Background: an optimization exercise with open tools, aiming at small area, a short achievable clock period and few clock cycles per item. Do not read the settings as production practice. No run shown here included a check of the RTL's function; only the layout flow was run. Power is estimated from default activity; no workload was simulated.

==> flow/design.v <==
module mult_stream_mac #(
    parameter int DATA_WIDTH = 8,
    parameter int MAP_SIZE = 32,
    parameter int LANES = 32,
    localparam int BEATS = MAP_SIZE * MAP_SIZE / LANES,
    localparam int ACC_WIDTH = 2 * DATA_WIDTH + $clog2(BEATS)
) (
    input  logic                         clk,
    input  logic                         rst_n,
    input  logic                         mode,
    input  logic                         in_valid,
    output logic                         in_ready,
    input  logic [LANES*DATA_WIDTH-1:0]  a,
    input  logic [LANES*DATA_WIDTH-1:0]  b,
    output logic                         out_valid,
    input  logic                         out_ready,
    output logic [LANES*ACC_WIDTH-1:0]   out_data,
    output logic                         out_last
);
    localparam int CW = (BEATS > 1) ? $clog2(BEATS) : 1;
    localparam logic [CW-1:0] LAST_CNT = CW'(BEATS - 1);
    localparam int CSW = 29;    
    logic [CW-1:0]               r_cnt;
    logic                        r_map_mode;
    logic [LANES*CSW-1:0]        r_cs;
    logic                        r_v1, r_first1, r_last1, r_mode1;
    logic [LANES*ACC_WIDTH-1:0]  r_res;
    logic                        r_out_valid, r_out_last;
    logic                        w_stall, w_take, w_adv, w_keep, w_mode;
    assign w_stall   = r_out_valid & ~out_ready;
    assign in_ready  = ~w_stall;
    assign w_take    = in_valid & ~w_stall;
    assign w_mode    = (r_cnt == '0) ? mode : r_map_mode;
    assign w_adv     = r_v1 & ~w_stall;
    assign w_keep    = r_mode1 & ~r_first1;
    assign out_valid = r_out_valid;
    assign out_data  = r_res;
    assign out_last  = r_out_last;
    for (genvar i = 0; i < LANES; i++) begin : g_lane
        logic [CSW-1:0]       w_cs;
        logic [ACC_WIDTH-1:0] w_r, w_s;
        mult_stream_mac_pp u_pp (
            .x(a[i*DATA_WIDTH +: DATA_WIDTH]), .y(b[i*DATA_WIDTH +: DATA_WIDTH]), .cs(w_cs)
        );
        assign w_r = w_keep ? r_res[i*ACC_WIDTH +: ACC_WIDTH] : '0;
        mult_stream_mac_acc u_acc (.cs(r_cs[i*CSW +: CSW]), .r(w_r), .s(w_s));
        always_ff @(posedge clk) begin
            if (w_take) r_cs[i*CSW +: CSW] <= w_cs;
            if (w_adv) r_res[i*ACC_WIDTH +: ACC_WIDTH] <= w_s;
        end
    end
    always_ff @(posedge clk or negedge rst_n) begin
        if (!rst_n) begin
            r_cnt       <= '0;
            r_map_mode  <= 1'b0;
            r_v1        <= 1'b0;
            r_first1    <= 1'b0;
            r_last1     <= 1'b0;
            r_mode1     <= 1'b0;
            r_out_valid <= 1'b0;
            r_out_last  <= 1'b0;
        end else begin
            if (w_take) begin
                r_cnt <= (r_cnt == LAST_CNT) ? '0 : r_cnt + CW'(1);
                if (r_cnt == '0) r_map_mode <= mode;
            end
            if (!w_stall) begin
                r_v1        <= in_valid;
                r_first1    <= (r_cnt == '0);
                r_last1     <= (r_cnt == LAST_CNT);
                r_mode1     <= w_mode;
                r_out_valid <= w_adv & (~r_mode1 | r_last1);
                r_out_last  <= r_mode1 | r_last1;
            end
        end
    end
endmodule
module mult_stream_mac_pp (
    input  logic [7:0] x,
    input  logic [7:0] y,
    output logic [28:0] cs
);
    logic m1;
    logic m2;
    logic m3;
    logic m4;
    logic m5;
    logic m6;
    logic m7;
    logic m8;
    logic m9;
    logic m10;
    logic m11;
    logic m12;
    logic m13;
    logic m14;
    logic m15;
    logic m16;
    logic m17;
    logic m18;
    logic m19;
    logic m20;
    logic m21;
    logic m22;
    logic m23;
    logic m24;
    logic m25;
    logic m26;
    logic m27;
    logic m28;
    logic m29;
    logic m30;
    logic m31;
    logic m32;
    logic m33;
    logic m34;
    logic m35;
    logic m36;
    logic m37;
    logic m38;
    logic m39;
    logic m40;
    logic m41;
    logic m42;
    logic m43;
    logic m44;
    logic m45;
    logic m46;
    logic m47;
    logic m48;
    logic m49;
    logic m50;
    logic m51;
    logic m52;
    logic m53;
    logic m54;
    logic m55;
    logic m56;
    logic m57;
    logic m58;
    logic m59;
    logic m60;
    logic m61;
    logic m62;
    logic m63;
    logic m64;
    logic m65;
    logic m66;
    logic m67;
    logic m68;
    logic m69;
    logic m70;
    logic m71;
    logic m72;
    logic m73;
    logic m74;
    logic m75;
    logic m76;
    logic m77;
    logic m78;
    logic m79;
    logic m80;
    logic m81;
    logic m82;
    logic m83;
    logic m84;
    logic m85;
    logic m86;
    logic m87;
    logic m88;
    logic m89;
    logic m90;
    logic m91;
    logic m92;
    logic m93;
    logic m94;
    logic m95;
    logic m96;
    logic m97;
    logic m98;
    logic m99;
    logic m100;
    logic m101;
    logic m102;
    logic m103;
    logic m104;
    logic m105;
    logic m106;
    logic m107;
    logic m108;
    logic m109;
    logic m110;
    logic m111;
    logic m112;
    logic m113;
    logic m114;
    logic m115;
    logic m116;
    logic m117;
    logic m118;
    logic m119;
    logic m120;
    logic m121;
    logic m122;
    logic m123;
    logic m124;
    logic m125;
    logic m126;
    logic m127;
    logic m128;
    logic m129;
    logic m130;
    logic m131;
    logic m132;
    logic m133;
    logic m134;
    logic m135;
    logic m136;
    logic m137;
    logic m138;
    logic m139;
    logic m140;
    logic m141;
    logic m142;
    logic m143;
    logic m144;
    logic m145;
    logic m146;
    logic m147;
    logic m148;
    assign m1 = x[0] & y[0];
    assign m2 = x[0] & y[1];
    assign m3 = x[0] & y[2];
    assign m4 = x[0] & y[3];
    assign m5 = x[0] & y[4];
    assign m6 = x[0] & y[5];
    assign m7 = x[0] & y[6];
    assign m8 = ~(x[0] & y[7]);
    assign m9 = x[1] & y[0];
    assign m10 = x[1] & y[1];
    assign m11 = x[1] & y[2];
    assign m12 = x[1] & y[3];
    assign m13 = x[1] & y[4];
    assign m14 = x[1] & y[5];
    assign m15 = x[1] & y[6];
    assign m16 = ~(x[1] & y[7]);
    assign m17 = x[2] & y[0];
    assign m18 = x[2] & y[1];
    assign m19 = x[2] & y[2];
    assign m20 = x[2] & y[3];
    assign m21 = x[2] & y[4];
    assign m22 = x[2] & y[5];
    assign m23 = x[2] & y[6];
    assign m24 = ~(x[2] & y[7]);
    assign m25 = x[3] & y[0];
    assign m26 = x[3] & y[1];
    assign m27 = x[3] & y[2];
    assign m28 = x[3] & y[3];
    assign m29 = x[3] & y[4];
    assign m30 = x[3] & y[5];
    assign m31 = x[3] & y[6];
    assign m32 = ~(x[3] & y[7]);
    assign m33 = x[4] & y[0];
    assign m34 = x[4] & y[1];
    assign m35 = x[4] & y[2];
    assign m36 = x[4] & y[3];
    assign m37 = x[4] & y[4];
    assign m38 = x[4] & y[5];
    assign m39 = x[4] & y[6];
    assign m40 = ~(x[4] & y[7]);
    assign m41 = x[5] & y[0];
    assign m42 = x[5] & y[1];
    assign m43 = x[5] & y[2];
    assign m44 = x[5] & y[3];
    assign m45 = x[5] & y[4];
    assign m46 = x[5] & y[5];
    assign m47 = x[5] & y[6];
    assign m48 = ~(x[5] & y[7]);
    assign m49 = x[6] & y[0];
    assign m50 = x[6] & y[1];
    assign m51 = x[6] & y[2];
    assign m52 = x[6] & y[3];
    assign m53 = x[6] & y[4];
    assign m54 = x[6] & y[5];
    assign m55 = x[6] & y[6];
    assign m56 = ~(x[6] & y[7]);
    assign m57 = ~(x[7] & y[0]);
    assign m58 = ~(x[7] & y[1]);
    assign m59 = ~(x[7] & y[2]);
    assign m60 = ~(x[7] & y[3]);
    assign m61 = ~(x[7] & y[4]);
    assign m62 = ~(x[7] & y[5]);
    assign m63 = ~(x[7] & y[6]);
    assign m64 = x[7] & y[7];
    assign m65 = m7 ^ m14;
    assign m66 = m7 & m14;
    assign m67 = m8 ^ m15 ^ m22;
    assign m68 = (m8 & m15) | (m8 & m22) | (m15 & m22);
    assign m69 = m29 ^ m36;
    assign m70 = m29 & m36;
    assign m71 = ~(m16 ^ m23);
    assign m72 = m16 | m23;
    assign m73 = m30 ^ m37 ^ m44;
    assign m74 = (m30 & m37) | (m30 & m44) | (m37 & m44);
    assign m75 = m24 ^ m31 ^ m38;
    assign m76 = (m24 & m31) | (m24 & m38) | (m31 & m38);
    assign m77 = m5 ^ m12;
    assign m78 = m5 & m12;
    assign m79 = m6 ^ m13 ^ m20;
    assign m80 = (m6 & m13) | (m6 & m20) | (m13 & m20);
    assign m81 = m27 ^ m34;
    assign m82 = m27 & m34;
    assign m83 = m65 ^ m21 ^ m28;
    assign m84 = (m65 & m21) | (m65 & m28) | (m21 & m28);
    assign m85 = m35 ^ m42 ^ m49;
    assign m86 = (m35 & m42) | (m35 & m49) | (m42 & m49);
    assign m87 = m66 ^ m67 ^ m69;
    assign m88 = (m66 & m67) | (m66 & m69) | (m67 & m69);
    assign m89 = m43 ^ m50 ^ m57;
    assign m90 = (m43 & m50) | (m43 & m57) | (m50 & m57);
    assign m91 = m68 ^ m70 ^ m71;
    assign m92 = (m68 & m70) | (m68 & m71) | (m70 & m71);
    assign m93 = m73 ^ m51 ^ m58;
    assign m94 = (m73 & m51) | (m73 & m58) | (m51 & m58);
    assign m95 = m72 ^ m74 ^ m75;
    assign m96 = (m72 & m74) | (m72 & m75) | (m74 & m75);
    assign m97 = m45 ^ m52 ^ m59;
    assign m98 = (m45 & m52) | (m45 & m59) | (m52 & m59);
    assign m99 = m76 ^ m32 ^ m39;
    assign m100 = (m76 & m32) | (m76 & m39) | (m32 & m39);
    assign m101 = m46 ^ m53 ^ m60;
    assign m102 = (m46 & m53) | (m46 & m60) | (m53 & m60);
    assign m103 = m40 ^ m47 ^ m54;
    assign m104 = (m40 & m47) | (m40 & m54) | (m47 & m54);
    assign m105 = m4 ^ m11;
    assign m106 = m4 & m11;
    assign m107 = m77 ^ m19 ^ m26;
    assign m108 = (m77 & m19) | (m77 & m26) | (m19 & m26);
    assign m109 = m78 ^ m79 ^ m81;
    assign m110 = (m78 & m79) | (m78 & m81) | (m79 & m81);
    assign m111 = m80 ^ m82 ^ m83;
    assign m112 = (m80 & m82) | (m80 & m83) | (m82 & m83);
    assign m113 = m84 ^ m86 ^ m87;
    assign m114 = (m84 & m86) | (m84 & m87) | (m86 & m87);
    assign m115 = m88 ^ m90 ^ m91;
    assign m116 = (m88 & m90) | (m88 & m91) | (m90 & m91);
    assign m117 = m92 ^ m94 ^ m95;
    assign m118 = (m92 & m94) | (m92 & m95) | (m94 & m95);
    assign m119 = m96 ^ m98 ^ m99;
    assign m120 = (m96 & m98) | (m96 & m99) | (m98 & m99);
    assign m121 = m100 ^ m102 ^ m103;
    assign m122 = (m100 & m102) | (m100 & m103) | (m102 & m103);
    assign m123 = m104 ^ m48 ^ m55;
    assign m124 = (m104 & m48) | (m104 & m55) | (m48 & m55);
    assign m125 = m3 ^ m10;
    assign m126 = m3 & m10;
    assign m127 = m105 ^ m18 ^ m25;
    assign m128 = (m105 & m18) | (m105 & m25) | (m18 & m25);
    assign m129 = m106 ^ m107 ^ m33;
    assign m130 = (m106 & m107) | (m106 & m33) | (m107 & m33);
    assign m131 = m108 ^ m109 ^ m41;
    assign m132 = (m108 & m109) | (m108 & m41) | (m109 & m41);
    assign m133 = m110 ^ m111 ^ m85;
    assign m134 = (m110 & m111) | (m110 & m85) | (m111 & m85);
    assign m135 = m112 ^ m113 ^ m89;
    assign m136 = (m112 & m113) | (m112 & m89) | (m113 & m89);
    assign m137 = m114 ^ m115 ^ m93;
    assign m138 = (m114 & m115) | (m114 & m93) | (m115 & m93);
    assign m139 = m116 ^ m117 ^ m97;
    assign m140 = (m116 & m117) | (m116 & m97) | (m117 & m97);
    assign m141 = m118 ^ m119 ^ m101;
    assign m142 = (m118 & m119) | (m118 & m101) | (m119 & m101);
    assign m143 = m120 ^ m121 ^ m61;
    assign m144 = (m120 & m121) | (m120 & m61) | (m121 & m61);
    assign m145 = m122 ^ m123 ^ m62;
    assign m146 = (m122 & m123) | (m122 & m62) | (m123 & m62);
    assign m147 = m124 ^ m56 ^ m63;
    assign m148 = (m124 & m56) | (m124 & m63) | (m56 & m63);
    assign cs[0] = m1;
    assign cs[1] = m2;
    assign cs[2] = m9;
    assign cs[3] = m125;
    assign cs[4] = m17;
    assign cs[5] = m126;
    assign cs[6] = m127;
    assign cs[7] = m128;
    assign cs[8] = m129;
    assign cs[9] = m130;
    assign cs[10] = m131;
    assign cs[11] = m132;
    assign cs[12] = m133;
    assign cs[13] = m134;
    assign cs[14] = m135;
    assign cs[15] = m136;
    assign cs[16] = m137;
    assign cs[17] = m138;
    assign cs[18] = m139;
    assign cs[19] = m140;
    assign cs[20] = m141;
    assign cs[21] = m142;
    assign cs[22] = m143;
    assign cs[23] = m144;
    assign cs[24] = m145;
    assign cs[25] = m146;
    assign cs[26] = m147;
    assign cs[27] = m148;
    assign cs[28] = m64;
endmodule
module mult_stream_mac_acc (
    input  logic [28:0] cs,
    input  logic [20:0] r,
    output logic [20:0] s
);
    logic t1;
    logic t2;
    logic t3;
    logic t4;
    logic t5;
    logic t6;
    logic t7;
    logic t8;
    logic t9;
    logic t10;
    logic t11;
    logic t12;
    logic t13;
    logic t14;
    logic t15;
    logic t16;
    logic t17;
    logic t18;
    logic t19;
    logic t20;
    logic t21;
    logic t22;
    logic t23;
    logic t24;
    logic t25;
    logic t26;
    logic t27;
    logic t28;
    logic t29;
    logic t30;
    logic t31;
    logic t32;
    logic t33;
    logic t34;
    logic t35;
    logic t36;
    logic t37;
    logic t38;
    logic t39;
    logic t40;
    logic t41;
    logic t42;
    logic t43;
    logic t44;
    logic t45;
    logic t46;
    logic t47;
    logic t48;
    logic t49;
    logic t50;
    logic t51;
    logic t52;
    logic t53;
    logic t54;
    logic t55;
    logic t56;
    logic t57;
    logic t58;
    logic t59;
    logic t60;
    logic t61;
    logic t62;
    logic t63;
    logic t64;
    logic t65;
    logic t66;
    logic t67;
    logic t68;
    logic t69;
    logic t70;
    logic t71;
    logic t72;
    logic t73;
    logic t74;
    logic t75;
    logic t76;
    logic t77;
    logic t78;
    logic t79;
    logic t80;
    logic t81;
    logic t82;
    logic t83;
    logic t84;
    logic t85;
    logic t86;
    logic t87;
    logic t88;
    logic t89;
    logic t90;
    logic t91;
    logic t92;
    logic t93;
    logic t94;
    logic t95;
    logic t96;
    logic t97;
    logic t98;
    logic t99;
    logic t100;
    logic t101;
    logic t102;
    logic t103;
    logic t104;
    logic t105;
    logic t106;
    logic t107;
    logic t108;
    logic t109;
    logic t110;
    logic t111;
    logic t112;
    logic t113;
    logic t114;
    logic t115;
    logic t116;
    logic t117;
    logic t118;
    logic t119;
    logic t120;
    logic t121;
    logic t122;
    logic t123;
    logic t124;
    logic t125;
    logic t126;
    logic t127;
    logic t128;
    logic t129;
    logic t130;
    logic t131;
    logic t132;
    logic t133;
    logic t134;
    logic t135;
    logic t136;
    logic t137;
    logic t138;
    logic t139;
    logic t140;
    logic t141;
    logic t142;
    logic t143;
    logic t144;
    logic t145;
    logic t146;
    logic t147;
    logic t148;
    logic t149;
    logic t150;
    logic t151;
    logic t152;
    logic t153;
    logic t154;
    logic t155;
    logic t156;
    logic t157;
    logic t158;
    logic t159;
    logic t160;
    assign t1 = cs[1] ^ cs[2];
    assign t2 = cs[1] & cs[2];
    assign t3 = cs[3] ^ cs[4] ^ r[2];
    assign t4 = (cs[3] & cs[4]) | (cs[3] & r[2]) | (cs[4] & r[2]);
    assign t5 = cs[5] ^ cs[6] ^ r[3];
    assign t6 = (cs[5] & cs[6]) | (cs[5] & r[3]) | (cs[6] & r[3]);
    assign t7 = cs[7] ^ cs[8] ^ r[4];
    assign t8 = (cs[7] & cs[8]) | (cs[7] & r[4]) | (cs[8] & r[4]);
    assign t9 = cs[9] ^ cs[10] ^ r[5];
    assign t10 = (cs[9] & cs[10]) | (cs[9] & r[5]) | (cs[10] & r[5]);
    assign t11 = cs[11] ^ cs[12] ^ r[6];
    assign t12 = (cs[11] & cs[12]) | (cs[11] & r[6]) | (cs[12] & r[6]);
    assign t13 = cs[13] ^ cs[14] ^ r[7];
    assign t14 = (cs[13] & cs[14]) | (cs[13] & r[7]) | (cs[14] & r[7]);
    assign t15 = cs[15] ^ cs[16] ^ r[8];
    assign t16 = (cs[15] & cs[16]) | (cs[15] & r[8]) | (cs[16] & r[8]);
    assign t17 = cs[17] ^ cs[18] ^ r[9];
    assign t18 = (cs[17] & cs[18]) | (cs[17] & r[9]) | (cs[18] & r[9]);
    assign t19 = cs[19] ^ cs[20] ^ r[10];
    assign t20 = (cs[19] & cs[20]) | (cs[19] & r[10]) | (cs[20] & r[10]);
    assign t21 = cs[21] ^ cs[22] ^ r[11];
    assign t22 = (cs[21] & cs[22]) | (cs[21] & r[11]) | (cs[22] & r[11]);
    assign t23 = cs[23] ^ cs[24] ^ r[12];
    assign t24 = (cs[23] & cs[24]) | (cs[23] & r[12]) | (cs[24] & r[12]);
    assign t25 = cs[25] ^ cs[26] ^ r[13];
    assign t26 = (cs[25] & cs[26]) | (cs[25] & r[13]) | (cs[26] & r[13]);
    assign t27 = cs[27] ^ cs[28] ^ r[14];
    assign t28 = (cs[27] & cs[28]) | (cs[27] & r[14]) | (cs[28] & r[14]);
    assign t29 = ~r[15];
    assign t30 = ~r[16];
    assign t31 = ~r[17];
    assign t32 = ~r[18];
    assign t33 = ~r[19];
    assign t34 = ~r[20];
    assign t35 = cs[0] & r[0];
    assign t36 = cs[0] ^ r[0];
    assign t37 = t1 & r[1];
    assign t38 = t1 ^ r[1];
    assign t39 = t2 & t3;
    assign t40 = t2 ^ t3;
    assign t41 = t4 & t5;
    assign t42 = t4 ^ t5;
    assign t43 = t6 & t7;
    assign t44 = t6 ^ t7;
    assign t45 = t8 & t9;
    assign t46 = t8 ^ t9;
    assign t47 = t10 & t11;
    assign t48 = t10 ^ t11;
    assign t49 = t12 & t13;
    assign t50 = t12 ^ t13;
    assign t51 = t14 & t15;
    assign t52 = t14 ^ t15;
    assign t53 = t16 & t17;
    assign t54 = t16 ^ t17;
    assign t55 = t18 & t19;
    assign t56 = t18 ^ t19;
    assign t57 = t20 & t21;
    assign t58 = t20 ^ t21;
    assign t59 = t22 & t23;
    assign t60 = t22 ^ t23;
    assign t61 = t24 & t25;
    assign t62 = t24 ^ t25;
    assign t63 = t26 & t27;
    assign t64 = t26 ^ t27;
    assign t65 = t28 & t29;
    assign t66 = t28 ^ t29;
    assign t67 = r[15] & t30;
    assign t68 = r[15] ^ t30;
    assign t69 = r[16] & t31;
    assign t70 = r[16] ^ t31;
    assign t71 = r[17] & t32;
    assign t72 = r[17] ^ t32;
    assign t73 = r[18] & t33;
    assign t74 = r[18] ^ t33;
    assign t75 = r[19] & t34;
    assign t76 = r[19] ^ t34;
    assign t77 = t37 | (t38 & t35);
    assign t78 = t38 & t36;
    assign t79 = t41 | (t42 & t39);
    assign t80 = t42 & t40;
    assign t81 = t45 | (t46 & t43);
    assign t82 = t46 & t44;
    assign t83 = t49 | (t50 & t47);
    assign t84 = t50 & t48;
    assign t85 = t53 | (t54 & t51);
    assign t86 = t54 & t52;
    assign t87 = t57 | (t58 & t55);
    assign t88 = t58 & t56;
    assign t89 = t61 | (t62 & t59);
    assign t90 = t62 & t60;
    assign t91 = t65 | (t66 & t63);
    assign t92 = t66 & t64;
    assign t93 = t69 | (t70 & t67);
    assign t94 = t70 & t68;
    assign t95 = t73 | (t74 & t71);
    assign t96 = t74 & t72;
    assign t97 = t39 | (t40 & t77);
    assign t98 = t40 & t78;
    assign t99 = t79 | (t80 & t77);
    assign t100 = t80 & t78;
    assign t101 = t47 | (t48 & t81);
    assign t102 = t48 & t82;
    assign t103 = t83 | (t84 & t81);
    assign t104 = t84 & t82;
    assign t105 = t55 | (t56 & t85);
    assign t106 = t56 & t86;
    assign t107 = t87 | (t88 & t85);
    assign t108 = t88 & t86;
    assign t109 = t63 | (t64 & t89);
    assign t110 = t64 & t90;
    assign t111 = t91 | (t92 & t89);
    assign t112 = t92 & t90;
    assign t113 = t71 | (t72 & t93);
    assign t114 = t72 & t94;
    assign t115 = t95 | (t96 & t93);
    assign t116 = t96 & t94;
    assign t117 = t43 | (t44 & t99);
    assign t118 = t44 & t100;
    assign t119 = t81 | (t82 & t99);
    assign t120 = t82 & t100;
    assign t121 = t101 | (t102 & t99);
    assign t122 = t102 & t100;
    assign t123 = t103 | (t104 & t99);
    assign t124 = t104 & t100;
    assign t125 = t59 | (t60 & t107);
    assign t126 = t60 & t108;
    assign t127 = t89 | (t90 & t107);
    assign t128 = t90 & t108;
    assign t129 = t109 | (t110 & t107);
    assign t130 = t110 & t108;
    assign t131 = t111 | (t112 & t107);
    assign t132 = t112 & t108;
    assign t133 = t75 | (t76 & t115);
    assign t134 = t76 & t116;
    assign t135 = t51 | (t52 & t123);
    assign t136 = t52 & t124;
    assign t137 = t85 | (t86 & t123);
    assign t138 = t86 & t124;
    assign t139 = t105 | (t106 & t123);
    assign t140 = t106 & t124;
    assign t141 = t107 | (t108 & t123);
    assign t142 = t108 & t124;
    assign t143 = t125 | (t126 & t123);
    assign t144 = t126 & t124;
    assign t145 = t127 | (t128 & t123);
    assign t146 = t128 & t124;
    assign t147 = t129 | (t130 & t123);
    assign t148 = t130 & t124;
    assign t149 = t131 | (t132 & t123);
    assign t150 = t132 & t124;
    assign t151 = t67 | (t68 & t149);
    assign t152 = t68 & t150;
    assign t153 = t93 | (t94 & t149);
    assign t154 = t94 & t150;
    assign t155 = t113 | (t114 & t149);
    assign t156 = t114 & t150;
    assign t157 = t115 | (t116 & t149);
    assign t158 = t116 & t150;
    assign t159 = t133 | (t134 & t149);
    assign t160 = t134 & t150;
    assign s[0] = t36;
    assign s[1] = t38 ^ t35;
    assign s[2] = t40 ^ t77;
    assign s[3] = t42 ^ t97;
    assign s[4] = t44 ^ t99;
    assign s[5] = t46 ^ t117;
    assign s[6] = t48 ^ t119;
    assign s[7] = t50 ^ t121;
    assign s[8] = t52 ^ t123;
    assign s[9] = t54 ^ t135;
    assign s[10] = t56 ^ t137;
    assign s[11] = t58 ^ t139;
    assign s[12] = t60 ^ t141;
    assign s[13] = t62 ^ t143;
    assign s[14] = t64 ^ t145;
    assign s[15] = t66 ^ t147;
    assign s[16] = t68 ^ t149;
    assign s[17] = t70 ^ t151;
    assign s[18] = t72 ^ t153;
    assign s[19] = t74 ^ t155;
    assign s[20] = t76 ^ t157;
endmodule
==> flow/run.sh <==
#!/bin/bash
# synth_recipe.tcl (not shown) runs the flow's synth.tcl, then flattens the netlist and writes it again
# the make line also repeats each setting of config.mk as NAME=value (left out here)
make -C /OpenROAD-flow-scripts/flow DESIGN_CONFIG=/design/flow/config.mk WORK_HOME=/design/flow/orfs CLKGATE_MAP_FILE= SYNTH_SCRIPT=/design/flow/synth_recipe.tcl finish
==> flow/config.mk <==
export PLATFORM = sky130hd
export DESIGN_NAME = mult_stream_mac
export DESIGN_NICKNAME = mult_stream_mac
export VERILOG_FILES = /design/flow/design.v
export SDC_FILE = /design/flow/constraint.sdc
export NUM_CORES = 4
export LEC_CHECK = 0
export ABC_CLOCK_PERIOD_IN_PS = 2000
export CAP_MARGIN = 20
export CORE_MARGIN = 2
export CORE_UTILIZATION = 40
export SLEW_MARGIN = 20
==> flow/constraint.sdc <==
create_clock -name core_clock -period 7.2 [get_ports {clk}]
set_input_delay 1.4400 -clock core_clock [delete_from_list [all_inputs] [get_ports {clk}]]
set_output_delay 1.4400 -clock core_clock [all_outputs]
set_load 0.01 [all_outputs]
==> notes.md, run 1 <==
- The leading area contributor after synthesis is edfxtp_1.
- The number of clock sinks seen by CTS is ~1600.
- For the worst setup path, the data required time is between 7 and 8 ns.
- The slack of the worst reg-to-reg path is 1.99 ns.
- The tightest min-delay check is of the reg -> reg type.
- The finished cells cover 154000 sq um.
- Yosys attributes the largest share of cell area to edfxtp_1, fa_1, ha_1.
- The worst reg2reg path endpoint is r_res[122].
- Cell internal power was estimated by the tool at roughly 38000 uW.
- Counting along the longest clock path gives a buffer depth of 4.
- Summing the sequential cell areas from Yosys gives between 30% and 40% of the chip area.
- The ratio of total power to cell area is 407 nW/um^2.
- At the later pin of the worst-skew pair, clock insertion delay measures 0.90 ns.
- The initialized floorplan defines between 200 and 250 standard-cell rows.
- Of the post-synthesis cell area, the dominant cell type holds 37.0%.
- The count of input and output buffers is 1191.
- After technology mapping, the gate count stands at 11400.
- The post-cts hold buffer count is 0.
- Setup repair after global routing left no endpoint under its margin.
- Derived from the worst setup path, the maximum achievable clock frequency is 192 MHz.
- The average instance in the mapped netlist occupies between 10 and 15 sq um.
- The end point of the critical path is r_res[122].
- The count of vias placed by the detailed router is 82500.
- For this run, the post-layout net count is about 16000.
- The area of the core is 323000 sq um.
- The share of final-layout standard cells stronger than drive strength 1 is 3.64%.
- For this run, the total global-route usage over all layers was measured as a little over 20%.
- TritonCTS built the clock tree.
- The initial DRC count is 4051.
- The total of warnings raised by yosys is 1.
- Of all nets on the critical path, the largest fanout is 35.
- The number of antenna-violating nets in the routed design is 0.
- Using the TritonRoute via totals, the vias-per-cell ratio works out to about 4.8.
- In this run, synthesis produced a sequential element count of approximately 1600.
- The post-route worst hold slack is ~0.48 ns.
- In this run, the clock network consumes roughly 17% of the power.
- After detailed placement, the total cell area comes to 147000 sq um.
- The fraction of the cycle the final worst path needs is 72.4%.
- The path depth of the worst reg2reg path is 14.
- The number of antenna violations at the first check in global routing is 131.
- The worst-margin pin slew is 1.01 ns.
- The detailed-routing iteration count for the pre-antenna-repair pass is 8.
- In this run the horizontal extent of the chip is 574 um.
- The switching portion of total power is 40.0%.
- In this run the vertical extent of the chip is 574 um.
- In this run the cell area of the synthesized design comes to 130000 sq um.
- The congestion estimate from routability-driven global placement came to around 0.87.
- The overflow left after global routing is 0.
- Among all cell types in the netlist, the one instantiated most often is inv_1.
- In this run, synthesis inferred 1600 flip-flops with an integrated enable.
- Entering global routing, the biggest net connects between 150 and 200 pins.
- The worst setup path startpoint is r_mode1.
- Max-cap violations in this run came to 0.
- The H-tree was split into 4 levels.
- The worst setup path is of the reg -> reg kind.
- The category of the worst setup path launch point is a flop.
- The final-layout fill cell count is 29500.
- The area of the die is approximately 330000 sq um.
- The run finished with no timing, DRC or antenna violations.
- The clock root buffer is clkbuf_16.
- The commonest cells after synthesis are inv_1, fa_1, edfxtp_1.
- In this run the count of I/O pins placed on the die edge is 1192.
- The peak supply drop is roughly 0.27 mV.
- The number of global-route vias before repair is between 80000 and 90000.
- The setup-violating endpoint count in the final report is 0.
- Data arrives at the worst endpoint at 5.85 ns.
- For this design the static power due to leakage is 0.0684 uW.
- The initial utilization of the core area, before any placement, comes to 40.1%.
- In this run the most critical hold path is launched from r_map_mode.
- The worst setup path is captured at a flop.
- The number of gates resized after CTS was 0.
- The headroom to the max-slew limit is roughly a third.
- The number of buffers created by CTS is ~200.
- The analysis attributes to net switching a power of 25100 uW.
- Summed over all layers, the routed wires come to 335 mm.
- For the finished layout, the period the worst path requires is around 5.2 ns.
- The power share of the combinational group is 53.4%.
- Between clock sinks in the finished design, the worst skew comes to 0.0566 ns.
- The primary flip-flop cell chosen by synthesis mapping is edfxtp_1.
- The clock transition at the registers of the reported paths is 0.06 ns.
- Synthesis produced a netlist with a net count of 14500.
- Post-CTS timing repair inserted 0 buffers for setup.
- The count of final max-slew check failures is 0.
- In this run the critical register-to-register path is launched from r_mode1.
- The distinct cell type count after synthesis is about 70.
- The number of failing hold endpoints at the final stage was 0.
- The estimated wirelength of the detail-placed design is 270 mm.
- The first global-routing pass estimated around 520 mm of wire.
- In the routed design, unresolved DRC markers number 0.
- The async set or reset register ratio after synthesis is 0.744%.
- The routed length per instance is about 19 um.
- The sequential power share is 30.1%.
- From synthesis to final layout, the design area changed by 18.8%.
==> power by group through the flow <==
| stage | logic [uW] | clock network [uW] | registers, uW |
|---|---|---|---|
| 2_1_floorplan | 21700 | 0 | 19500 |
| 3_3_place_gp | 33100 | 0 | 19100 |
| 3_5_place_dp | 33800 | 0 | 19000 |
| 4_1_cts | 34000 | 10700 | 18900 |
| 5_1_grt | 38100 | 11100 | 19200 |
| 6_report | 33500 | 10400 | 18800 |
==> final cells by class <==
type / count / area (sq um) / area share, %
Antenna cell: 61 / 153 / 0.0990
Clock buffer: 248 / 5340 / 3.47
Clock inverter: 125 / 1290 / 0.839
Inverter: 2532 / 9510 / 6.17
Multi-Input combinational cell: 7169 / 71600 / 46.5
Sequential cell: 1612 / 48300 / 31.4
Tap cell: 4325 / 5410 / 3.51
Timing Repair Buffer: 1242 / 12500 / 8.08
==> per-stage QoR <==
stage / setup slack (ns) / instances / total power [uW] / util [%] / setup TNS (ns)
5_1_grt: 1.55 / 17300 / 68400 / 47.6 / 0
3_3_place_gp: 1.90 / 16900 / 52200 / 45.5 / 0
4_1_cts: 1.83 / 17300 / 63700 / 47.6 / 0
2_1_floorplan: -8.85 / 11400 / 41200 / - / -8217.97
3_5_place_dp: 1.86 / 16900 / 52900 / 45.5 / 0
6_report: 1.99 / 17300 / 62700 / 47.6 / 0
==> how the worst min path moves through the flow <==
stage / end / slack (ns) / depth (start not counted)
3_5_place_dp: r_map_mode / 0.47 / 2
5_1_grt: r_map_mode / 0.54 / 2
3_3_place_gp: r_map_mode / 0.46 / 2
2_1_floorplan: r_map_mode / 0.45 / 2
6_report: r_map_mode / 0.48 / 2
4_1_cts: r_map_mode / 0.48 / 2
==> worst max-delay path, stage by stage, from the launching register on <==
cell	delay, ns
dfrtp_1	0.37
nor2b_4	0.59
buf_4	0.37
buf_4	0.39
and2_1	0.21
fa_1	0.44
ha_1	0.34
a211oi_1	0.23
o21ai_1	0.22
o211ai_2	0.26
a21oi_1	0.12
o41ai_1	0.48
or2b_1	0.30
fa_1	0.43
xor2_1	0.16
==> sequential cells by signal (all words and copies together) (netlist names) <==
register     cells
r_last1          1
r_cnt            5
r_out_valid      1
r_v1             1
r_cs           928
r_res          672
r_map_mode       1
r_first1         1
r_out_last       1
r_mode1          1
==> layer usage <==
| layer | global-route usage [%] | part of all wire, % | vias up |
|---|---|---|---|
| li1 | - | - | 38600 |
| met1 | 25.8 | 41 | 41400 |
| met2 | 33.4 | 47 | 1799 |
| met3 | 5.97 | 7.8 | 590 |
| met4 | 8.40 | 4.3 | 110 |
| met5 | 0 | 0.21 | - |
==> kinds of logic (layout without fill, tap and decap cells) <==
group | count (synthesis) | after routing | synth area share [%]
compound gates | 800 | 800 | 4.44
other cells | 0 | 61 | 0
fa+ha+maj | 2563 | 2563 | 34.5
flops | 1612 | 1612 | 37.3
mux | 5 | 5 | 0.0424
xor+xnor | 456 | 456 | 3.08
simple gates | 3345 | 3345 | 13.1
buf+inv | 2608 | 4147 | 7.55
==> layout by cell type (no fill, tap or decap), drive strengths merged, types with 12 or more instances in the layout <==
cell / count
or2: 23
nor2: 208
clkdlybuf4s50: 1191
o21bai: 23
nand4: 27
a21boi: 20
a21oi: 270
a2111oi: 14
clkinv: 93
nand2: 1343
buf: 51
edfxtp: 1600
o211ai: 48
o21a: 43
clkbuf: 248
xor2: 198
o21ai: 117
o31ai: 26
nand2b: 36
diode: 61
ha: 867
xnor2: 258
dfrtp: 12
a211oi: 36
inv: 2536
fa: 1696
a21o: 122
nor4: 12
and3: 30
nor3: 50
bufinv: 21
nand3: 39
and2: 1487
nor2b: 55
==> run 2: changes to the inputs <==
--- a/flow/config.mk
+++ b/flow/config.mk
@@ -5,8 +5,8 @@
 export SDC_FILE = /design/flow/constraint.sdc
 export NUM_CORES = 4
 export LEC_CHECK = 0
-export ABC_CLOCK_PERIOD_IN_PS = 2000
 export CAP_MARGIN = 20
 export CORE_MARGIN = 2
 export CORE_UTILIZATION = 40
+export SETUP_SLACK_MARGIN = 3.6
 export SLEW_MARGIN = 20
==> run 2 against run 1 <==
  * Critical path depth up 5
  * Clock-buffer cell count decreased by 9
  * Utilization rose by 4.1 points
  * Sequential power about the same
  * First-iteration DRC count grew 10%
  * Clock power barely moved
  * Maximum frequency up 25%
  * Setup slack better by 1.1 ns
  * Via count is 5.1% higher
  * Critical path type unchanged
  * Largest power group unchanged
==> notes.md, run 2 <==
- The end of the worst hold path is r_res[588] (was r_map_mode).
- The leading area contributor after synthesis was edfxtp_1 (unchanged).
- The routed length per instance was 20.2 um (was 19.4 um).
- The netlist area before placement is 130000 sq um (unchanged).
- The number of flip-flops in the largest register was 928 (unchanged).
- The final design utilization was 51.7% (was 47.6%).
- The number of failing hold endpoints at the final stage is 0 (unchanged).
- The startpoint of the most critical register-to-register path is r_first1 (was r_mode1).
- The mean post-synth cell area is 11.4 sq um (unchanged).
- The async set or reset register ratio after synthesis was 0.744% (unchanged).
- The path depth of the worst reg2reg path is 19 (was 14).
- The clock root buffer was clkbuf_16 (unchanged).
- The maximum number of pins on one net before global-route repair is 118 (was 157).
- The starting density of the core is 40.1% (unchanged).
- The number of antenna violations at the first check in global routing is 164 (was 131).
- The slack of the critical path was 3.04 ns (was 1.99 ns).
- The detailed-routing iteration count for the pre-antenna-repair pass was 5 (was 8).
- The maximum fanout count along the critical path is 7 (was 35).
- The category of the worst setup path launch point is a flop (unchanged).
- The estimated wirelength of the detail-placed design is 271 mm (was 270 mm).
- The standard cell with the maximum stage delay on the critical path is fa_1 (was nor2b_4).
- The origin of the worst min-delay path is r_cs[812] (was r_map_mode).
- The final worst clock skew was 0.0661 ns (was 0.0566 ns).
- The most frequently used cell type in the post-synthesis netlist is inv_1 (unchanged).
- The max-capacitance violation count is 0 (unchanged).
- The average vias per placed instance came to 4.82 (was 4.76).
- The path class of the lowest-slack min-delay path is reg -> reg (unchanged).
- The headroom to the max-slew limit is 37.0% (was 32.9%).
- The y dimension of the die is 574 um (unchanged).
- The distinct cell type count after synthesis is 69 (unchanged).
- The post-route worst hold slack is 0.516 ns (was 0.483 ns).
- The number of antenna-violating nets in the routed design is 0 (unchanged).
- The count of final max-slew check failures is 0 (unchanged).
- The top register by number of flip-flops is r_cs (unchanged).
- The first-pass GRT wire length is 551 mm (was 522 mm).
- The signed area change from the synthesized netlist to the final layout was 29.0% (was 18.8%).
- The number of remaining DRC errors is 0 (unchanged).
- The worst-margin pin slew was 0.944 ns (was 1.01 ns).
- The gate count after technology mapping is 11400 (unchanged).
- The share of final-layout standard cells stronger than drive strength 1 was 15.0% (was 3.64%).
- The overflow left after global routing is 0 (unchanged).
- The endpoint kind of the worst setup timing path is a flop (unchanged).
- The number of nets in the finished design is 16500 (was 15800).
- The final-layout fill cell count came to 28400 (was 29500).
- The count of vias placed by the detailed router was 86700 (was 82500).
- The clock tree from TritonCTS is yes (unchanged).
- The number of global-route vias before repair is 90900 (was 86600).
- The leakage component of the power is 0.0745 uW (was 0.0684 uW).
- The count of input and output buffers came to 1191 (unchanged).
- The site row count is 209 (unchanged).
- The fraction of the cycle the final worst path needs is 57.7% (was 72.4%).
- The hold path depth is 1 (was 2).
- The boundary pin count is 1192 (unchanged).
- The initial DRC count is 4472 (was 4051).
- The primary flip-flop cell chosen by synthesis mapping is edfxtp_1 (unchanged).
- Most frequent cells in the layout: inv_1, edfxtp_1, fa_1 (was inv_1, fa_1, edfxtp_1).
- The slack of the worst reg-to-reg path is 3.04 ns (was 1.99 ns).
- The number of buffers created by CTS is 203 (was 205).
- The worst setup path category is reg -> reg (unchanged).
- The clock transition at the registers of the reported paths is 0.06 ns (about the same).
- The final wirelength is 364 mm (was 335 mm).
- The critical path's largest stage delay is 0.53 ns (was 0.59 ns).
- The sequential share of the synthesized area is 37.3% (unchanged).
- The number of levels in the clock H-tree is 4 (unchanged).
- The area of the core was 323000 sq um (unchanged).
- The width of the die is 574 um (unchanged).
- Among the stages of the critical path, the cell type that occurs most often is buf_6.
- The number of cells in the design after placement is 16900 (about the same).
- Commonest cells in the synthesized netlist: inv_1, fa_1, edfxtp_1 (unchanged).
- The final non-filler cell total is 18000 (was 17300).
- The total routing resource utilization after global routing is 21.9% (was 20.6%).
- Unrepaired setup endpoints after global routing: true (was false).
- The area of the die is 329000 sq um (unchanged).
- The most common library cell in the layout ignoring fill and taps is inv_1 (unchanged).
- The total of warnings raised by yosys is 1 (unchanged).
- The maximum count of clock buffers along a single path is 4 (unchanged).
- The clock latency on the worst-skew pair is 0.89 ns (was 0.90 ns).
- The required time of the worst setup path is 7.83 ns (was 7.85 ns).
- The worst reg2reg path endpoint is r_res[502] (was r_res[122]).
- The ratio of total power to cell area is 443 nW/um^2 (was 407 nW/um^2).
- The count of state elements after synthesis was 1612 (unchanged).
- The shortest clock period the worst path allows after layout is 4.16 ns (was 5.21 ns).
- The number of clock sinks seen by CTS was 1612 (unchanged).
- The worst setup timing slack at the placement stage was 2.26 ns (was 1.86 ns).
- The setup-violating endpoint count in the final report is 0 (unchanged).
- The number of flops mapped to enable cells by yosys is 1600 (unchanged).
- Registers with the most flip-flops: r_cs x928, r_res x672, r_cnt x5 (unchanged).
- The synthesized netlist net count is 14500 (unchanged).
- The post-cts hold buffer count is 0 (unchanged).
- The peak supply drop came to 0.293 mV (was 0.268 mV).
- Cell types with the largest area share after synthesis: edfxtp_1, fa_1, ha_1 (unchanged).
- The upper clock frequency limit was 241 MHz (was 192 MHz).
- The data arrival time of the critical path was 4.79 ns (was 5.85 ns).
- Result of the run: complete, no violations (unchanged).
- The area share of the largest cell type after synthesis was 37.0% (unchanged).
- CP cell instances: nor2b_4 -> buf_12 -> buf_16 -> buf_16 -> buf_6 -> buf_6 -> buf_6 -> nand2_4 -> fa_1 -> inv_1 -> ha_1 -> o211ai_1 -> o21ai_4 -> o21ai_2 -> a21boi_2 -> a41o_4 -> a2111oi_4 -> o31ai_2 -> xor2_1 (was nor2b_4 -> buf_4 -> buf_4 -> and2_1 -> fa_1 -> ha_1 -> a211oi_1 -> o21ai_1 -> o211ai_2 -> a21oi_1 -> o41ai_1 -> or2b_1 -> fa_1 -> xor2_1).
- The global placement routability congestion is 0.878 (was 0.871).
run 2: cell type report:
class	instances	area, sq um	area share [%]
Sequential cell	1612	48300	28.9
Antenna cell	79	198	0.118
Multi-Input combinational cell	7169	77500	46.3
Clock buffer	239	5270	3.15
Clock inverter	128	1280	0.764
Inverter	2532	9510	5.68
Timing Repair Buffer	1902	19900	11.9
Tap cell	4325	5410	3.23
run 2: cell families (layout without fill, tap and decap cells):
group,Yosys count,after routing,synth area share [%]
other cells,0,79,0
xor+xnor,456,456,3.08
buf+inv,2608,4801,7.55
fa+ha+maj,2563,2563,34.5
mux,5,5,0.0424
flops,1612,1612,37.3
compound gates,800,800,4.44
simple gates,3345,3345,13.1
run 2: worst max-delay path: cells and delay by family, from the launching register on:
kind	cells	cell delay, ns
AO/OA/AOI/OAI	7	1.47
XOR/XNOR	1	0.16
adder cells (fa/ha/maj)	2	0.80
buffers and inverters	7	0.85
flip-flops	1	0.40
AND/OR/NAND/NOR	2	0.23
run 2: per-stage QoR:
stage | cell area (sq um) | total power, uW | TNS (ns)
6_report | 167000 | 74100 | 0
5_1_grt | 167000 | 79800 | 0
3_5_place_dp | 148000 | 53000 | 0
4_1_cts | 163000 | 70300 | 0
2_1_floorplan | 130000 | 41200 | -8217.90
3_3_place_gp | 147000 | 52300 | 0
run 2: worst max path at each step:
stage,startpoint,end,slack (ns)
2_1_floorplan,out_ready,r_cs[0],-8.85
3_3_place_gp,r_mode1,r_res[542],1.84
3_5_place_dp,r_mode1,r_res[668],2.26
4_1_cts,r_mode1,r_res[542],3.04
5_1_grt,r_first1,r_res[374],2.90
6_report,r_first1,r_res[502],3.04
run 2: timing repair:
action,CTS,global route
gates cloned,38,3
setup buffers,400,210
setup endpoints to repair,568,482
resized for setup,1142,703
pin swaps,608,500
endpoints found under the hold margin,0,0
run 2: routing by layer:
layer	GRT usage [%]	up-vias	part of all wire [%]
li1	-	39900	-
met1	26.3	44000	39
met2	36.4	2050	48
met3	7.21	664	8.6
met4	7.95	108	4.0
met5	0	-	0.20
run 2: report_power, final:
group          switching, uW  internal [uW]  total (uW)
logic                  22900          22200       45100
registers               2200          16600       18800
clock network           4280           6000       10300
total                  29400          44700       74100
==> run 3: changes to the inputs <==
--- a/flow/design.v
+++ b/flow/design.v
@@ -23,16 +23,25 @@
     logic [CW-1:0]               r_cnt;
     logic                        r_map_mode;
     logic [LANES*CSW-1:0]        r_cs;
-    logic                        r_v1, r_first1, r_last1, r_mode1;
+    logic                        r_v1, r_last1, r_mode1;
     logic [LANES*ACC_WIDTH-1:0]  r_res;
     logic                        r_out_valid, r_out_last;
-    logic                        w_stall, w_take, w_adv, w_keep, w_mode;
+    localparam int NK = 6;         
+    logic [NK-1:0]               r_keep;
+    logic [NK-1:0]               w_keep_nxt;
+    logic                        w_stall, w_take, w_adv, w_kn, w_mode;
     assign w_stall   = r_out_valid & ~out_ready;
     assign in_ready  = ~w_stall;
     assign w_take    = in_valid & ~w_stall;
     assign w_mode    = (r_cnt == '0) ? mode : r_map_mode;
     assign w_adv     = r_v1 & ~w_stall;
-    assign w_keep    = r_mode1 & ~r_first1;
+    assign w_kn      = r_map_mode & (r_cnt != '0);
+    assign w_keep_nxt[0] = w_kn;
+    assign w_keep_nxt[1] = w_kn & in_valid;
+    assign w_keep_nxt[2] = w_kn | ~in_valid;
+    assign w_keep_nxt[3] = ~w_kn;
+    assign w_keep_nxt[4] = ~(w_kn & in_valid);
+    assign w_keep_nxt[5] = ~(w_kn | ~in_valid);
     assign out_valid = r_out_valid;
     assign out_data  = r_res;
     assign out_last  = r_out_last;
@@ -42,6 +51,9 @@
         mult_stream_mac_pp u_pp (
             .x(a[i*DATA_WIDTH +: DATA_WIDTH]), .y(b[i*DATA_WIDTH +: DATA_WIDTH]), .cs(w_cs)
         );
+        localparam int K = i * NK / LANES;
+        logic w_keep;
+        assign w_keep = (K >= NK / 2) ? ~r_keep[K] : r_keep[K];
         assign w_r = w_keep ? r_res[i*ACC_WIDTH +: ACC_WIDTH] : '0;
         mult_stream_mac_acc u_acc (.cs(r_cs[i*CSW +: CSW]), .r(w_r), .s(w_s));
         always_ff @(posedge clk) begin
@@ -54,9 +66,9 @@
             r_cnt       <= '0;
             r_map_mode  <= 1'b0;
             r_v1        <= 1'b0;
-            r_first1    <= 1'b0;
             r_last1     <= 1'b0;
             r_mode1     <= 1'b0;
+            r_keep      <= '0;
             r_out_valid <= 1'b0;
             r_out_last  <= 1'b0;
         end else begin
@@ -66,9 +78,9 @@
             end
             if (!w_stall) begin
                 r_v1        <= in_valid;
-                r_first1    <= (r_cnt == '0);
                 r_last1     <= (r_cnt == LAST_CNT);
                 r_mode1     <= w_mode;
+                r_keep      <= w_keep_nxt;
                 r_out_valid <= w_adv & (~r_mode1 | r_last1);
                 r_out_last  <= r_mode1 | r_last1;
             end
==> run 3 against run 2 <==
  * Hold slack worse by 0.028 ns
  * Utilization is 1.4 points lower
  * Clock-buffer cell count is 10 lower
  * Largest cell class unchanged
  * Highest routed layer unchanged
  * Still clean on timing, DRC and antenna
  * Synthesized cell count is 0.68% higher
==> notes.md, run 3 <==
- The width of the die is 574 um (about the same).
- The count of state elements after synthesis was 1617 (was 1612).
- Result of the run: complete, no violations (unchanged).
- The y dimension of the die is 574 um (about the same).
- The clock network fraction of total power is 14.8% (was 13.9%).
- The leakage component of the power is 0.0729 uW (was 0.0745 uW).
- The upper clock frequency limit is 267 MHz (was 241 MHz).
- The distinct cell type count after synthesis is 66 (was 69).
- The top register by number of flip-flops was r_cs (unchanged).
- The number of antenna violations at the first check in global routing came to 134 (was 164).
- The routed length per instance is 19.6 um (was 20.2 um).
- The total of warnings raised by yosys came to 1 (unchanged).
- The ratio of total power to cell area came to 427 nW/um^2 (was 443 nW/um^2).
- The initial DRC count is 3959 (was 4472).
- The most utilized layer in the global route result was met2 (unchanged).
- The area share of the largest cell type after synthesis came to 36.9% (was 37.0%).
- The number of clock sinks seen by CTS is 1617 (was 1612).
- The net switching component of the power came to 27700 uW (was 29400 uW).
- The peak supply drop is 0.294 mV (was 0.293 mV).
- The synthesized netlist net count is 14500 (about the same).
- The fraction of the cycle the final worst path needs is 52.1% (was 57.7%).
- The maximum number of pins on one net before global-route repair is 122 (was 118).
- The leading area contributor after synthesis is edfxtp_1 (unchanged).
- Registers with the most flip-flops: r_cs x928, r_res x672, r_keep x6 (was r_cs x928, r_res x672, r_cnt x5).
- The setup-violating endpoint count in the final report was 0 (unchanged).
- The internal power consumption is 41800 uW (was 44700 uW).
- The estimated wirelength of the detail-placed design is 257 mm (was 271 mm).
- The power share of the combinational group is 57.9% (was 60.8%).
- The average vias per placed instance is 4.78 (was 4.82).
- The global routing met3 resource utilization came to 5.10% (was 7.21%).
- The boundary pin count is 1192 (unchanged).
- The shortest clock period the worst path allows after layout is 3.75 ns (was 4.16 ns).
- The final design utilization is 50.3% (was 51.7%).
- The required time of the worst setup path was 7.80 ns (was 7.83 ns).
- The final non-filler cell total is 17700 (was 18000).
- The most frequently used cell type in the post-synthesis netlist is inv_1 (unchanged).
- The most common library cell in the layout ignoring fill and taps is inv_1 (unchanged).
- The sequential power share is 27.3% (was 25.3%).
- The post-cts hold buffer count is 0 (unchanged).
- The instance area after placement is 148000 sq um (about the same).
- The clock latency on the worst-skew pair is 0.88 ns (was 0.89 ns).
- The count of final max-slew check failures was 0 (unchanged).
- The netlist area before placement is 130000 sq um (about the same).
- The primary flip-flop cell chosen by synthesis mapping is edfxtp_1 (unchanged).
- Cell types with the largest area share after synthesis: edfxtp_1, fa_1, ha_1 (unchanged).
- The final cell area excluding filler cells is 163000 sq um (was 167000 sq um).
- The worst setup timing slack at the placement stage is 2.29 ns (was 2.26 ns).
- The final worst clock skew is 0.0409 ns (was 0.0661 ns).
- Commonest cells in the synthesized netlist: inv_1, fa_1, edfxtp_1 (unchanged).
- The sequential share of the synthesized area is 37.3% (about the same).
- The data arrival time of the critical path was 4.35 ns (was 4.79 ns).
- The number of buffers created by CTS is 200 (was 203).
- The overflow left after global routing came to 0 (unchanged).
- The maximum count of clock buffers along a single path is 4 (unchanged).
- The number of antenna-violating nets in the routed design was 0 (unchanged).
- The clock root buffer was clkbuf_16 (unchanged).
- The headroom to the max-slew limit came to 35.4% (was 37.0%).
- The number of flops mapped to enable cells by yosys is 1600 (unchanged).
- The worst setup path category is reg -> reg (unchanged).
- The final wirelength came to 347 mm (was 364 mm).
- The endpoint kind of the worst setup timing path was a flop (unchanged).
- The number of flip-flops in the largest register is 928 (unchanged).
- Most frequent cells in the layout: inv_1, fa_1, edfxtp_1 (was inv_1, edfxtp_1, fa_1).
- The number of global-route vias before repair is 88800 (was 90900).
- The share of final-layout standard cells stronger than drive strength 1 is 10.5% (was 15.0%).
- The first-pass GRT wire length is 528 mm (was 551 mm).
- The number of remaining DRC errors was 0 (unchanged).
- The max-capacitance violation count came to 0 (unchanged).
- The path class of the lowest-slack min-delay path is reg -> reg (unchanged).
- The detailed-routing iteration count for the pre-antenna-repair pass is 7 (was 5).
- The slack of the critical path was 3.45 ns (was 3.04 ns).
- The starting density of the core is 40.2% (was 40.1%).
- The global placement routability congestion is 0.864 (was 0.878).
- The category of the worst setup path launch point is a flop (unchanged).
- The mean post-synth cell area is 11.3 sq um (was 11.4 sq um).
- The count of vias placed by the detailed router is 84700 (was 86700).
- The met1 usage in global routing was 27.1% (was 26.3%).
- The number of nets in the finished design is 16300 (was 16500).
- The count of input and output buffers is 1191 (unchanged).
- The signed area change from the synthesized netlist to the final layout came to 25.3% (was 29.0%).
- The clock tree from TritonCTS is yes (unchanged).
- The site row count is 209 (unchanged).
- The gate count after technology mapping is 11500 (was 11400).
- The met2 usage in global routing was 33.7% (was 36.4%).
- The area of the die is 330000 sq um (was 329000 sq um).
- The total routing resource utilization after global routing is 20.8% (was 21.9%).
- The worst-margin pin slew is 0.968 ns (was 0.944 ns).
- The number of failing hold endpoints at the final stage came to 0 (unchanged).
- The clock transition at the registers of the reported paths is 0.06 ns (about the same).
- The async set or reset register ratio after synthesis is 1.05% (was 0.744%).
- The area of the core was 324000 sq um (was 323000 sq um).
- The number of cells in the design after placement came to 17000 (was 16900).
- The maximum fanout count along the critical path is 5 (was 7).
- The total power of the final layout is 69500 uW (was 74100 uW).
- The number of levels in the clock H-tree came to 4 (unchanged).
- Unrepaired setup endpoints after global routing: true (unchanged).
- The switching portion of total power came to 39.9% (was 39.6%).
-- run 3: cell types whose count changed in the layout (fill, tap and decap cells not counted), moves of 84 or more --
cell	delta
buf_4	-132
nand2b_1	+211
nand2_1	-91
o21ai_0	+84
and2_1	-87
buf_6	-171
-- run 3: critical path, stage by stage, from the launching register on --
cell and delay, ns:
dfrtp_4 0.57, buf_6 0.17, buf_12 0.14, nand2b_4 0.14, fa_2 0.55, inv_2 0.05
ha_4 0.26, and3_4 0.17, a41oi_2 0.05, a31o_2 0.30, o311a_4 0.34, o21ai_4 0.27
fa_2 0.46
-- run 3: path summary, 6_finish.rpt --
check / start / to / slack, ns / depth (start not counted)
min in group asynchronous: rst_n / r_out_valid / 0.93 / 2
max in group asynchronous: rst_n / r_keep[3] / 6.05 / 2
min reg2reg: r_last1 / r_last1 / 0.49 / 2
min: r_last1 / r_last1 / 0.49 / 2
max reg2reg: r_keep[5] / r_res[583] / 3.45 / 12
max: r_keep[5] / r_res[583] / 3.45 / 12
-- run 3: per-stage QoR --
stage	hold WS, ns	TNS, ns
2_1_floorplan	0.450	-8419.97
3_3_place_gp	0.472	0
3_5_place_dp	0.459	0
4_1_cts	0.473	0
5_1_grt	0.512	0
6_report	0.488	0
-- run 3: layout make-up --
| class | instances | area (sq um) |
|---|---|---|
| diodes | 64 | 160 |
| repair buffers | 1587 | 16700 |
| multi-input cells | 7288 | 76300 |
| well taps | 4325 | 5410 |
| fillers | 29000 | 161000 |
| clock buffers | 229 | 5160 |
| clock inverters | 135 | 1420 |
| inverters | 2485 | 9330 |
| flip-flops and latches | 1617 | 48500 |
-- run 3: logic make-up (layout without fill, tap and decap cells) --
logic type / count (synthesis) / after routing / synth area share (%)
flip-flops: 1617 / 1617 / 37.3
AND/OR/NAND/NOR: 3471 / 3471 / 13.9
AO/OA/AOI/OAI: 775 / 775 / 3.80
buffers and inverters: 2561 / 4436 / 7.39
multiplexers: 2 / 2 / 0.0173
adder cells (fa/ha/maj): 2563 / 2563 / 34.5
XOR/XNOR: 477 / 477 / 3.21
other: 0 / 64 / 0
-- run 3: what timing repair did --
action,in CTS,in global routing
cloned,24,12
resized for setup,752,615
pin swaps,232,351
buffers inserted,181,123
setup endpoints to repair,1153,327
-- run 3: routing by layer --
metal,up-vias,wire length [um]
met5,-,579
met4,90,13800
li1,39500,-
met1,42700,146000
met2,1866,162000
met3,572,24700
-- run 3: power by group through the flow --
stage / logic, uW / registers (uW) / clock network (uW)
floorplan: 21500 / 19500 / 0
global placement: 32500 / 19300 / 0
detailed placement: 33200 / 19200 / 0
CTS: 37400 / 19000 / 10600
global route: 44900 / 19300 / 10900
finish: 40200 / 19000 / 10300
==> run 4: changes to the inputs <==
==> flow/flow/run.sh (new file) <==
#!/bin/bash
# The standard layout, with plain buffers (buf_1) rather than delay cells on the ports; ORFS's
# resizer sizes them afterwards as it does every cell. Each step's log is in orfs/logs/.
set -euo pipefail
bash standard.sh "BUFFER_PORTS_ARGS=-buffer_cell sky130_fd_sc_hd__buf_1" finish > standard.log 2>&1
==> flow/standard.sh (new file) <==
#!/bin/bash
# synth_recipe.tcl (not shown) runs the flow's synth.tcl, then flattens the netlist and writes it again
# the make line also repeats each setting of config.mk as NAME=value (left out here)
make -C /OpenROAD-flow-scripts/flow DESIGN_CONFIG=/design/flow/config.mk WORK_HOME=/design/flow/orfs CLKGATE_MAP_FILE= SYNTH_SCRIPT=/design/flow/synth_recipe.tcl "${@:-finish}"
removed: flow/run.sh
==> run 4 against run 3 <==
  * Clock skew increased by 0.040 ns
  * Cell count about the same
  * Synthesized cell count unchanged
  * Setup slack improved by 0.014 ns
  * Sequential power decreased by 2%
  * First-iteration DRC count increased by 6.8%
  * Die area unchanged
  * Largest power group unchanged
  * Combinational power decreased by 5.2%
  * Utilization decreased by 2.2 points
  * Highest routed layer unchanged
  * Routed wire length decreased by 3.3%
  * Critical endpoint unchanged
  * Via count about the same
  * Register-to-register slack about the same
==> notes.md, run 4 <==
- Result of the run: complete, no violations (unchanged).
- The max-capacitance violation count is 0 (unchanged).
- The met1 usage in global routing is 26.4% (was 27.1%).
- The total routing resource utilization after global routing is 20.2% (was 20.8%).
- The async set or reset register ratio after synthesis is 1.05% (unchanged).
- The most common library cell in the layout ignoring fill and taps is inv_1 (unchanged).
- The slack of the worst reg-to-reg path is 3.46 ns (was 3.45 ns).
- The overflow left after global routing came to 0 (unchanged).
- The final design utilization is 48.1% (was 50.3%).
- The total of warnings raised by yosys is 1 (unchanged).
- The count of vias placed by the detailed router is 84800 (was 84700).
- The number of remaining DRC errors is 0 (unchanged).
- The number of clock sinks seen by CTS was 1617 (unchanged).
- The global placement routability congestion came to 0.862 (was 0.864).
- The number of levels in the clock H-tree is 4 (unchanged).
- The maximum fanout count along the critical path is 8 (was 5).
- The number of flops mapped to enable cells by yosys is 1600 (unchanged).
- Unrepaired setup endpoints after global routing: true (unchanged).
- The count of state elements after synthesis is 1617 (unchanged).
- The average vias per placed instance is 4.79 (was 4.78).
- The area of the die is 330000 sq um (unchanged).
- The number of antenna violations at the first check in global routing is 104 (was 134).
- The worst setup path category is reg -> reg (unchanged).
- The upper clock frequency limit is 268 MHz (was 267 MHz).
- The final cell area excluding filler cells is 156000 sq um (was 163000 sq um).
- The worst reg2reg path endpoint is r_res[583] (unchanged).
- The instance area after placement is 140000 sq um (was 148000 sq um).
- The met2 usage in global routing was 32.9% (was 33.7%).
- The number of flip-flops in the largest register is 928 (unchanged).
- The area of the core is 324000 sq um (unchanged).
- Most frequent cells in the layout: inv_1, fa_1, edfxtp_1 (unchanged).
- The global routing met3 resource utilization was 5.27% (was 5.10%).
- The synthesized netlist net count is 14500 (unchanged).
- The setup-violating endpoint count in the final report is 0 (unchanged).
- The data arrival time of the critical path was 4.37 ns (was 4.35 ns).
- The critical path's largest stage delay is 0.53 ns (was 0.57 ns).
- The required time of the worst setup path is 7.83 ns (was 7.80 ns).
- The primary flip-flop cell chosen by synthesis mapping is edfxtp_1 (unchanged).
- The clock transition at the registers of the reported paths came to 0.06 ns (about the same).
- The origin of the worst min-delay path is r_out_last (was r_last1).
- Registers with the most flip-flops: r_cs x928, r_res x672, r_keep x6 (unchanged).
- The clock tree from TritonCTS is yes (unchanged).
- The routed length per instance is 18.9 um (was 19.6 um).
- The worst path buffer plus inverter count is 4 (was 3).
- The ratio of total power to cell area was 431 nW/um^2 (was 427 nW/um^2).
- The number of nets in the finished design is 16300 (unchanged).
- The estimated wirelength of the detail-placed design is 248 mm (was 257 mm).
- The signed area change from the synthesized netlist to the final layout came to 19.8% (was 25.3%).
- The top register by number of flip-flops is r_cs (unchanged).
- The number of buffers created by CTS is 206 (was 200).
- CP cell instances: buf_12 -> buf_8 -> buf_12 -> nand2b_4 -> fa_1 -> inv_2 -> ha_4 -> and3_4 -> a41oi_2 -> a31o_4 -> o311a_4 -> o21ai_4 -> fa_2 (was buf_6 -> buf_12 -> nand2b_4 -> fa_2 -> inv_2 -> ha_4 -> and3_4 -> a41oi_2 -> a31o_2 -> o311a_4 -> o21ai_4 -> fa_2).
- The number of failing hold endpoints at the final stage was 0 (unchanged).
- The starting density of the core was 40.2% (unchanged).
- The count of final max-slew check failures came to 0 (unchanged).
- The combined area of the multi-input logic cells was 76600 sq um (was 76300 sq um).
- The maximum number of pins on one net before global-route repair is 143 (was 122).
- The worst-margin pin slew is 1.09 ns (was 0.968 ns).
- The site row count is 209 (unchanged).
- The clock latency on the worst-skew pair is 0.91 ns (was 0.88 ns).
- The path depth of the worst reg2reg path was 13 (was 12).
- The end of the worst hold path is r_out_last (was r_last1).
- The maximum count of clock buffers along a single path is 4 (unchanged).
- The first-pass GRT wire length came to 518 mm (was 528 mm).
- The clock root buffer is clkbuf_16 (unchanged).
- The startpoint of the most critical register-to-register path was r_keep[5] (unchanged).
- The initial DRC count was 4227 (was 3959).
- The share of final-layout standard cells stronger than drive strength 1 was 10.8% (was 10.5%).
- Cell types with the largest area share after synthesis: edfxtp_1, fa_1, ha_1 (unchanged).
- The post-cts hold buffer count is 0 (unchanged).
- The final worst clock skew came to 0.0806 ns (was 0.0409 ns).
- The headroom to the max-slew limit came to 27.6% (was 35.4%).
- The path class of the lowest-slack min-delay path is reg -> reg (unchanged).
- The final-layout fill cell count was 29600 (was 29000).
- The peak supply drop was 0.339 mV (was 0.294 mV).
- The endpoint kind of the worst setup timing path is a flop (unchanged).
- The leading area contributor after synthesis is edfxtp_1 (unchanged).
- The boundary pin count is 1192 (unchanged).
- The most common cell type on the critical path was buf_12 (was fa_2).
- The gate count after technology mapping is 11500 (unchanged).
- The width of the die is 574 um (unchanged).
- The leakage component of the power is 0.0684 uW (was 0.0729 uW).
- The mean post-synth cell area is 11.3 sq um (unchanged).
- The most frequently used cell type in the post-synthesis netlist is inv_1 (unchanged).
- The detailed-routing iteration count for the pre-antenna-repair pass came to 8 (was 7).
- The distinct cell type count after synthesis is 66 (unchanged).
- The fraction of the cycle the final worst path needs was 51.9% (was 52.1%).
- The kind of cell adding the most delay to the critical path is adder cells (unchanged).
- The final wirelength came to 336 mm (was 347 mm).
- The number of global-route vias before repair is 88300 (was 88800).
- The count of input and output buffers is 1191 (unchanged).
- The shortest clock period the worst path allows after layout is 3.74 ns (was 3.75 ns).
- The netlist area before placement is 130000 sq um (unchanged).
- The most utilized layer in the global route result was met2 (unchanged).
- The category of the worst setup path launch point was a flop (unchanged).
- The storage element area came to 48500 sq um (about the same).
- The standard cell with the maximum stage delay on the critical path is fa_1 (was dfrtp_4).
- Commonest cells in the synthesized netlist: inv_1, fa_1, edfxtp_1 (unchanged).
- The hold path depth came to 2 (unchanged).
- The y dimension of the die is 574 um (unchanged).
- The number of antenna-violating nets in the routed design came to 0 (unchanged).
- The sequential share of the synthesized area is 37.3% (unchanged).
- The area share of the largest cell type after synthesis came to 36.9% (unchanged).
## run 4: kinds of logic after synthesis
family | count (synthesis) | synth area share [%]
flip-flops | 1617 | 37.3
multiplexers | 2 | 0.0173
adder cells (fa/ha/maj) | 2563 | 34.5
XOR/XNOR | 477 | 3.21
AO/OA/AOI/OAI | 775 | 3.80
buffers and inverters | 2561 | 7.39
AND/OR/NAND/NOR | 3471 | 13.9
## run 4: per-stage QoR
| step | hold WS (ns) | worst slack [ns] | TNS, ns | total power (uW) | instances |
|---|---|---|---|---|---|
| CTS | 0.468 | 3.46 | 0 | 64600 | 17500 |
| floorplan | 0.450 | -9.04 | -8419.97 | 41000 | 11500 |
| finish | 0.483 | 3.46 | 0 | 67200 | 17700 |
| global placement | 0.450 | 2.28 | 0 | 48900 | 16900 |
| global route | 0.528 | 3.33 | 0 | 72800 | 17700 |
| detailed placement | 0.456 | 2.31 | 0 | 49600 | 16900 |
## run 4: report_power, final
group	switching, uW	internal [uW]	leakage [uW]
sequential	2030	16600	0.0156
combinational	21100	16900	0.0496
clock	4320	6140	0.00323
## run 4: worst max path at each step
stage,startpoint,end,slack [ns],cells past startpoint
final,r_keep[5],r_res[583],3.46,13
after global routing,r_keep[4],r_res[479],3.33,15
after CTS,r_keep[5],r_res[583],3.46,13
after detailed placement,out_ready,r_cs[390],2.31,8
after global placement,out_ready,r_cs[390],2.28,8
after floorplan,out_ready,r_cs[0],-9.04,5
## run 4: area by class of cell
type | instances | share of cell area [%]
Multi-Input combinational cell | 7288 | 49.2
Sequential cell | 1617 | 31.1
Inverter | 2485 | 6.00
Timing Repair Buffer | 1581 | 5.85
Clock buffer | 254 | 3.52
Tap cell | 4325 | 3.47
Clock inverter | 118 | 0.774
Antenna cell | 45 | 0.0723
## run 4: what timing repair did
item | in CTS | in global routing
resized for setup | 567 | 483
gates cloned | 25 | 5
setup endpoints to repair | 971 | 393
pin swaps | 241 | 368
setup buffers | 194 | 127
## run 4: worst register-to-register path, cell delays in order (launching register included)
cell      delay, ns
dfrtp_4        0.50
buf_12         0.15
buf_8          0.13
buf_12         0.14
nand2b_4       0.14
fa_1           0.53
inv_2          0.06
ha_4           0.27
and3_4         0.18
a41oi_2        0.05
a31o_4         0.28
o311a_4        0.33
o21ai_4        0.28
fa_2           0.48
## run 4: layer usage
metal | up-vias | wire, um
met4 | 86 | 11600
li1 | 39500 | -
met2 | 1923 | 157000
met1 | 42800 | 142000
met5 | - | 556
met3 | 519 | 24600

-- port drivers added, routing unchanged --
How much do the figures lean on ideal ports? The routed layouts below were timed once more, with nothing changed but the port constraints.
Step 1: set_driving_cell puts a clkbuf_16 on clk and a buf_2 on each other input, an assumption about the parent block.
Step 2, shift: input delay + t, output delay - t, t = (earliest + latest rising clock arrival at the registers) / 2. This alone moves slack from input paths to output paths.
Three values: no drivers, after step 1, after step 2; two values: the first two.
run	t (ns)	setup WS [ns]	worst hold slack (ns)	worst slew at a driven data input, ns
run 1	0.985	1.991 / 1.991 / 1.991	0.483 / 0.483 / 0.483	0.21
run 2	0.960	3.045 / 3.045 / 2.611	0.516 / 0.516 / 0.516	0.28
run 3	0.954	3.448 / 3.448 / 2.668	0.488 / 0.488 / 0.488	0.22
run 4	0.970	3.462 / 3.462 / 2.746	0.483 / 0.483 / 0.483	0.20
After both steps setup and hold are still met in every run listed. For run 3, which loses most, drivers alone change the setup slack by 0.000 ns; drivers and shift together by -0.780 ns.
